Background: an optimization exercise with open tools, aiming at small area, a short achievable clock period and few clock cycles. Do not read the settings as production practice. Function was checked by simulation only, so behaviour that the tests miss may differ from the original.

JK:
==> flow/design.v (excerpt) <==
module bignum_top
(
    input  logic              i_clk,
    input  logic              i_rst_n,
    input  logic              i_req_valid,
    output logic              o_req_ready,
    input  logic [1:0]        i_req_op,
    input  logic [19:0]       i_req_a_addr,
    input  logic [19:0]       i_req_b_addr,
    input  logic [19:0]       i_req_dst_addr,
    input  logic [7:0]        i_req_a_len,
    input  logic [7:0]        i_req_b_len,
    output logic              o_rsp_valid,
    input  logic              i_rsp_ready,
    output logic [7:0]        o_rsp_len,
    output logic [19:0]       o_mem_addr,
    output logic              o_mem_we,
    output logic [15:0]       o_mem_wdata,
    input  logic [15:0]       i_mem_rdata
);
Size in the first run: roughly 3300 cells after synthesis, ~430 flip-flops, about 27000 µm² of cells after synthesis.
clock: 9.0 ns
lec_check: 0
abc_area: 1
abc_clock_period_in_ps: 3000
cap_margin: 20
core_margin: 5
core_utilization: 40
setup_slack_margin: 5
slew_margin: 20
standard.sh (not shown) runs the stock make flow with config.mk's settings and CLKGATE_MAP_FILE= SYNTH_SCRIPT=/design/flow/synth_recipe.tcl, a recipe that flattens the netlist after the stock synthesis.
==> flow/flow/run.sh <==
#!/bin/bash
# The standard layout flow (the standard.sh: the standard synthesis, then
# ORFS to the final layout with the same SDC and clock period) with two
# changes to how the layout is made:
#  - every input and output port still gets a buffer, but a
#    sky130_fd_sc_hd__buf_1 instead of the cell buffer_ports picks by default;
set -euo pipefail
bash standard.sh "BUFFER_PORTS_ARGS=-buffer_cell sky130_fd_sc_hd__buf_1" SETUP_SLACK_MARGIN=5.7 finish > standard.log 2>&1
Testbench counts of JK, summed over its fixed seeds: cycles 11,716.
## Diff of input files: MS against JK
--- a/flow/flow/run.sh
+++ b/flow/flow/run.sh
@@ -8 +8 @@
-bash standard.sh "BUFFER_PORTS_ARGS=-buffer_cell sky130_fd_sc_hd__buf_1" SETUP_SLACK_MARGIN=5.7 finish > standard.log 2>&1
+bash standard.sh "BUFFER_PORTS_ARGS=-buffer_cell sky130_fd_sc_hd__buf_1" SETUP_SLACK_MARGIN=5.85 finish > standard.log 2>&1
==> comparison <==
Per the final summary, MS finished and its layout is clean on timing, DRC and antenna.
Between JK and MS, the cell area is higher for MS.
When MS is measured against JK, its met3 global-route usage turns out 0.54 points lower.
Looking at net total in the final layout, MS sits 31 above JK.
Critical path data arrival time: lower on MS
MS has data-path buffer share of cell area in the final layout above what JK had.
Looking at maximum clock skew at final layout across JK and MS, the one that comes out lower is MS.
Higher total global-route track usage among JK and MS: MS
Against JK, MS comes in 1 higher on number of buffer and inverter instances along the worst setup path.

========
bignum_top, a different RTL version from the one above (not shown whole).
Size in the first run: roughly 410 flip-flops, ~150 I/O pins.
export LEC_CHECK = 0
export ABC_CLOCK_PERIOD_IN_PS = 3000
export CAP_MARGIN = 20
export CORE_MARGIN = 5
export CORE_UTILIZATION = 40
export SETUP_SLACK_MARGIN = 5
export SLEW_MARGIN = 20
create_clock -name core_clock -period 9.0 [get_ports {i_clk}]
run.sh (not shown) runs the stock make flow with config.mk's settings and CLKGATE_MAP_FILE= SYNTH_SCRIPT=/design/flow/synth_recipe.tcl, a recipe that flattens the netlist after the stock synthesis.
Stock flow here: none of the scripts above is used.
The first run produced a clean layout.
Testbench counts at the start, summed over its fixed seeds: cycles 11,912.
Next try:
--- a/flow/config.mk
+++ b/flow/config.mk
@@ -7,0 +8 @@
+export ABC_AREA = 1
@@ -12 +13 @@
-export SETUP_SLACK_MARGIN = 5
+export SETUP_SLACK_MARGIN = 4
Outcome: Clock-buffer cell count falls by 7. Wire length falls by about 6.5%. Area after synthesis falls by about 5%. Cell area falls by about 6%. Synthesized cell count rises by 0.72%. Die area falls by about 5%. Final cell count rises by 0.88%. Core utilization falls by 0.47 points. Critical path depth falls by 3. Setup slack is worse by 0.78 ns.

========
bignum_top with an RTL version that a note above also has.
For scale: roughly 3,300 cells after synthesis, about 430 flip-flops, ~0.027 mm^2 of cells after synthesis.
export LEC_CHECK = 0
export ABC_AREA = 1
export ABC_CLOCK_PERIOD_IN_PS = 3000
export CAP_MARGIN = 20
export CORE_MARGIN = 5
export CORE_UTILIZATION = 55
export SETUP_SLACK_MARGIN = 5
export SLEW_MARGIN = 20
create_clock -name core_clock -period 9.0 [get_ports {i_clk}]
standard.sh (not shown) runs the stock make flow with config.mk's settings and CLKGATE_MAP_FILE= SYNTH_SCRIPT=/design/flow/synth_recipe.tcl, a recipe that flattens the netlist after the stock synthesis.
==> flow/flow/run.sh <==
#!/bin/bash
# The standard layout flow (the standard.sh: the standard synthesis, then
# ORFS to the final layout with the same SDC and clock period), except that
# every input and output port gets a sky130_fd_sc_hd__buf_1 as its port
# buffer instead of the cell buffer_ports picks by default. Each tool's full
# output goes to its ORFS log under orfs/logs; make's output to standard.log.
set -euo pipefail
bash standard.sh "BUFFER_PORTS_ARGS=-buffer_cell sky130_fd_sc_hd__buf_1" SETUP_SLACK_MARGIN=5.7 finish > standard.log 2>&1
Testbench counts at the start, summed over its fixed seeds: cycles 11,716.
Change:
--- a/flow/flow/run.sh
+++ b/flow/flow/run.sh
@@ -8 +8 @@
-bash standard.sh "BUFFER_PORTS_ARGS=-buffer_cell sky130_fd_sc_hd__buf_1" SETUP_SLACK_MARGIN=5.7 finish > standard.log 2>&1
+bash standard.sh "BUFFER_PORTS_ARGS=-buffer_cell sky130_fd_sc_hd__buf_1" SETUP_SLACK_MARGIN=6.0 finish > standard.log 2>&1
CORE_UTILIZATION = 40   (was 55)
- setup slack gets worse by 0.038 ns
- die area goes up by 36%
- cell count came out higher by 6.7%
- non-clock buffer count rose by 61
- fmax fell by 1.2%
- global-route usage came out lower by 8.7 points
- clock-buffer cell count is unchanged

========
Starting RTL as in the previous note.
export LEC_CHECK = 0
export ABC_AREA = 1
export ABC_CLOCK_PERIOD_IN_PS = 3000
export CAP_MARGIN = 20
export CORE_MARGIN = 5
export CORE_UTILIZATION = 40
export SETUP_SLACK_MARGIN = 5
export SLEW_MARGIN = 20
create_clock -name core_clock -period 9.0 [get_ports {i_clk}]
==> flow/flow/run.sh <==
#!/bin/bash
# The standard layout flow (the standard.sh: the standard synthesis, then
# ORFS to the final layout with the same SDC and clock period), except that
# every input and output port gets a sky130_fd_sc_hd__buf_1 as its port
# buffer instead of the cell buffer_ports picks by default. Each tool's full
# output goes to its ORFS log under orfs/logs; make's output to standard.log.
set -euo pipefail
bash standard.sh "BUFFER_PORTS_ARGS=-buffer_cell sky130_fd_sc_hd__buf_1" SETUP_SLACK_MARGIN=5.7 finish > standard.log 2>&1
Testbench counts at the start, summed over its fixed seeds: cycles 11,716.
==> next run, changes <==
--- a/flow/flow/run.sh
+++ b/flow/flow/run.sh
@@ -6,3 +6,3 @@
 # output goes to its ORFS log under orfs/logs; make's output to standard.log.
 set -euo pipefail
-bash standard.sh "BUFFER_PORTS_ARGS=-buffer_cell sky130_fd_sc_hd__buf_1" SETUP_SLACK_MARGIN=5.7 finish > standard.log 2>&1
+bash standard.sh "BUFFER_PORTS_ARGS=-buffer_cell sky130_fd_sc_hd__buf_1" SETUP_SLACK_MARGIN=5.4 finish > standard.log 2>&1
The new run passed the timing, design-rule and antenna checks.
First-iteration DRC count is lower by 11%.
Cell area is lower by 3.7%.
Maximum frequency is lower by 5.4%.
Sequential share of layout area is higher by 1.3 points.
Final cell count is lower by 1.3%.
Die area does not change.
Non-clock buffer count is lower by 52.

-- separate check: timing with driven ports --
The flow's constraints put no driver on any port. The routed layouts listed below were extracted and timed again, unchanged, in two steps. Step 1 (the two cells are an assumption about what drives the block):
set clk [get_ports {i_clk}]
set_driving_cell -lib_cell sky130_fd_sc_hd__clkbuf_16 $clk
set_driving_cell -lib_cell sky130_fd_sc_hd__buf_2 [delete_from_list [all_inputs] $clk]
Step 2 moves the port delays by t, midway between the first and last clock arrival at a register: inputs arrive t later, outputs are due t later. That takes back most of the time a late clock gives input paths. Three values: no drivers, after step 1, after step 2; two values: the first two.
run	shift t [ns]	slack for setup (ns)	worst setup path at the end	pins driven straight from the clock port
JK	0.677	5.721 / 5.690 / 5.304	input to register	1
MS	0.663	5.743 / 5.743 / 5.448	input to register	1
the first run of note 2	0.655	5.077 / 5.115 / 4.460	input to register	1
the second run of note 2	0.639	4.293 / 4.331 / 3.691	input to register	1
the first run of note 3	0.661	5.733 / 5.733 / 5.264	input to register	1
the second run of note 3	0.674	5.695 / 5.695 / 5.501	input to register	1
the first run of note 4	0.677	5.721 / 5.690 / 5.304	input to register	1
the second run of note 4	0.669	5.532 / 5.495 / 5.319	input to register	1
After both steps setup and hold are still met in every run listed. The setup slack of the first run of note 2, which loses most, moves by +0.038 ns with the drivers and by -0.617 ns with both steps.
